This design comes from an exercise in tuning for small area and a short achievable clock period on the open sky130 flow, not from production work. In this exercise RTL edits were held to simulation tests only and were not proved equivalent to the original. Power and IR drop assume default switching activity.

## old
==> flow/design.v (excerpt) <==
module mips_id_top (
    input  logic        clk,
    input  logic        arst_n,
    input  logic        in_valid,
    input  logic [31:0] in_inst,
    input  logic [31:0] in_pc4,
    input  logic        wb_en,
    input  logic [4:0]  wb_addr,
    input  logic [31:0] wb_data,
    input  logic        credit_return,
    output logic        in_ready,
    output logic        out_valid,
    output logic [31:0] out_inst,
    output logic [31:0] out_rs_val,
    output logic [31:0] out_rt_val,
    output logic [31:0] out_imm,
    output logic [31:0] out_do,
    output logic        out_jump,
    output logic [31:0] out_target
);
For scale: about 3,200 cells after synthesis, roughly 300 I/O pins.
make LEC_CHECK=0 CAP_MARGIN=20 CORE_MARGIN=2 CORE_UTILIZATION=35 SETUP_SLACK_MARGIN=2.2 SLEW_MARGIN=20 SYNTH_HIERARCHICAL=1 finish   # period 5.5 ns
run.sh (not shown) runs the stock make flow with config.mk's settings and CLKGATE_MAP_FILE= SYNTH_SCRIPT=/design/flow/synth_recipe.tcl, a recipe that flattens the netlist after the stock synthesis.
old finished end to end and its layout was clean on timing, DRC and antenna.
Relative to old, the following input files were edited for new:
# old
export LEC_CHECK = 0
export CAP_MARGIN = 20
export CORE_MARGIN = 2
export CORE_UTILIZATION = 35
export SETUP_SLACK_MARGIN = 2.2
export SLEW_MARGIN = 20
export SYNTH_HIERARCHICAL = 1
create_clock -name core_clock -period 5.5 [get_ports {clk}]
# new
export LEC_CHECK = 0
export CAP_MARGIN = 20
export CORE_MARGIN = 2
export CORE_UTILIZATION = 35
export CTS_CLUSTER_DIAMETER = 70
export CTS_CLUSTER_SIZE = 20
export SETUP_SLACK_MARGIN = 2.2
export SLEW_MARGIN = 20
export SYNTH_HIERARCHICAL = 1
create_clock -name core_clock -period 5.5 [get_ports {clk}]
==> results.txt <==
Compared with old, new shows non-filler instance count after layout lower by about 1.1%.
Relative to old, delay contributed by the slowest stage of the critical path increased by 90 ps in new.
Against old, total power in new fell by a little under 10%.
Final area ended up 1.6% lower on new than on old.
Taking old as the reference point, the routed wire length of new rises by about 0.7%.
Compared with old, in new worst slew margin relative to its limit fell by 0.24 points; number of nets in the synthesized netlist essentially unchanged.
Of old and new, old shows the lower number of buffers outside the clock class in the layout, with new above it.

* * *

wip/juniper:
mips_id_top again, from the RTL that the note above started with.
Settings: LEC_CHECK=0, CAP_MARGIN=20, CORE_MARGIN=2, CORE_UTILIZATION=35, SETUP_SLACK_MARGIN=2.4, SLEW_MARGIN=20, SYNTH_HIERARCHICAL=1; clock period 5.5 ns.
Setup changes, wip/juniper to wip/tundra
Settings: changing SETUP_SLACK_MARGIN from 2.4 to 2.2.
==> flow/flow/run.sh (new file) <==
#!/bin/bash
# The standard layout (the standard.sh, unchanged synthesis and flow steps), except that
# the input and output ports are buffered with a small buffer, sky130_fd_sc_hd__buf_2,
# instead of the delay buffer the resizer picks by default. Timing repair still upsizes the
# port buffers that lie on critical paths. The whole make output goes to standard_flow.log;
# ORFS keeps each step's log under orfs/logs/.
set -euo pipefail
export BUFFER_PORTS_ARGS="-buffer_cell sky130_fd_sc_hd__buf_2"
bash standard.sh > standard_flow.log 2>&1
==> flow/standard.sh (new file) <==
#!/bin/bash
# synth_recipe.tcl (not shown) runs the flow's synth.tcl, then flattens the netlist and writes it again
# the make line also repeats each setting of config.mk as NAME=value (left out here)
make -C /OpenROAD-flow-scripts/flow DESIGN_CONFIG=/design/flow/config.mk WORK_HOME=/design/flow/orfs CLKGATE_MAP_FILE= SYNTH_SCRIPT=/design/flow/synth_recipe.tcl "${@:-finish}"
removed: flow/run.sh
Results
Compared with wip/juniper, maximum ir drop on the vdd rail in wip/tundra increased by more than 10%.
Compared with wip/juniper, wip/tundra shows a final worst-path setup slack that is 0.12 ns lower.
Summary — number of clock buffers in the layout, wip/tundra relative to wip/juniper: higher, by 16.
[compare] base=wip/juniper new=wip/tundra: number of standard cells in the layout, taps in and fillers out shrank by 117, sequential share of layout area saw an increase.
Between wip/tundra and wip/juniper, it is wip/tundra whose growth of design area from synthesis to finish is lower, by 6.3 points.
Combinational power: wip/tundra < wip/juniper
The final clock period utilization by the worst path number comes out lower for wip/juniper vs wip/tundra.
#### Input delta (wip/xenon over wip/tundra)
Settings: putting CTS_CLUSTER_DIAMETER at 70 where nothing was set; putting CTS_CLUSTER_SIZE at 20 where nothing was set.
## What came out
wip/tundra → wip/xenon: count of buffers not belonging to the clock network in the layout up about 4.7%, cell leakage power down 2.8%, final critical delay including setup and external delays up 0.028 ns, number of port buffers flat, area of the multi-input gates flat.
wip/xenon vs wip/tundra: part of the power in the clock network down
Routed wire length essentially unchanged between wip/xenon and wip/tundra.
Number of cell rows came out exactly the same in wip/xenon and wip/tundra.
Comparing wip/xenon and wip/tundra, the higher multi-input gate share of the layout cell area was measured on wip/xenon.
Summary of wip/xenon over wip/tundra: met1 track utilization from global routing rose 0.20 points; combinational share of power picked up an extra 1.3 points.
The inputs of wip/nickel differ from those of wip/xenon as listed below.
Settings: CTS_CLUSTER_SIZE no longer set, was 20; CTS_CLUSTER_DIAMETER no longer set, was 70; SETUP_SLACK_MARGIN now 2.4, was 2.2.
==> flow/flow/run.sh <==
#!/bin/bash
# The standard layout (the standard.sh, unchanged synthesis and flow steps), except that
# the input and output ports are buffered with the smallest buffer, sky130_fd_sc_hd__buf_1,
# instead of the delay buffer the resizer picks by default. Timing repair still upsizes the
# port buffers that lie on critical paths. The whole make output goes to standard_flow.log;
# ORFS keeps each step's log under orfs/logs/.
set -euo pipefail
export BUFFER_PORTS_ARGS="-buffer_cell sky130_fd_sc_hd__buf_1"
bash standard.sh > standard_flow.log 2>&1
Routing usage on met1 came out higher on wip/nickel than on wip/xenon.
For the part of the total power dissipated in combinational logic, wip/nickel came in 0.4 points lower than wip/xenon did.
wip/nickel vs. wip/xenon: area growth from synthesis to layout went up by 3.5 points.
wip/nickel — met2 routing resource usage after global routing 0.37 points lower, wip/xenon as reference
wip/nickel vs. wip/xenon: post-route fraction of the period consumed by the critical path saw an increase, non-clock buffer instance count of the final layout saw an increase.
For wip/onyx, these inputs were changed with respect to wip/nickel:
Settings: CTS_CLUSTER_SIZE newly set to 20; SETUP_SLACK_MARGIN changed from 2.4 to 2.2; CTS_CLUSTER_DIAMETER newly set to 70.
==> comparison <==
Reported leakage power, wip/onyx vs wip/nickel: down by a few percent
Relative to wip/nickel, non-filler instance count after layout decreased by 1.3% in wip/onyx.
Via count: wip/onyx lower than wip/nickel
Comparing the two runs side by side, wip/onyx comes out behind wip/nickel on worst setup slack.
wip/nickel -> wip/onyx: summed negative setup slack over all endpoints delta 0, exact match
Layout buffer count excluding clock buffers went down by a few percent going from wip/nickel to wip/onyx.
Compared with wip/nickel, wip/onyx ends up with a smaller final cell area.
Of wip/onyx and wip/nickel, the run reporting the lower clock network fraction of design power was wip/onyx.

## separate check: timing with driven ports
In the flow no input, the clock included, has a driving cell. The finished layouts below were timed again as built, in two steps. Step 1, drivers: a clkbuf_16 drives clk and a buf_2 each remaining input, both assumed. Step 2 also shifts input and output timing later by t, the mid clock arrival at the registers, as if the neighbouring blocks saw the same clock. a / b / c = no drivers / after step 1 / after step 2; a / b = the first two.
run | shift t [ns] | slack for setup (ns) | hold slack, ns
old | 0.845 | 2.065 / 2.099 / 1.253 | 0.444 / 0.392 / 0.492
new | 0.817 | 2.074 / 2.088 / 1.271 | 0.488 / 0.448 / 0.495
wip/juniper | 0.837 | 2.198 / 2.176 / 1.390 | 0.498 / 0.440 / 0.498
wip/tundra | 0.819 | 2.078 / 2.096 / 1.277 | 0.490 / 0.450 / 0.505
wip/xenon | 0.772 | 2.050 / 2.084 / 1.311 | 0.521 / 0.506 / 0.521
wip/nickel | 0.839 | 2.034 / 2.053 / 1.214 | 0.447 / 0.408 / 0.488
wip/onyx | 0.823 | 1.959 / 2.011 / 1.189 | 0.484 / 0.438 / 0.498
After both steps every run listed still meets setup and hold. The setup slack of wip/nickel, which loses most, moves by +0.019 ns with the drivers and by -0.820 ns with both steps.
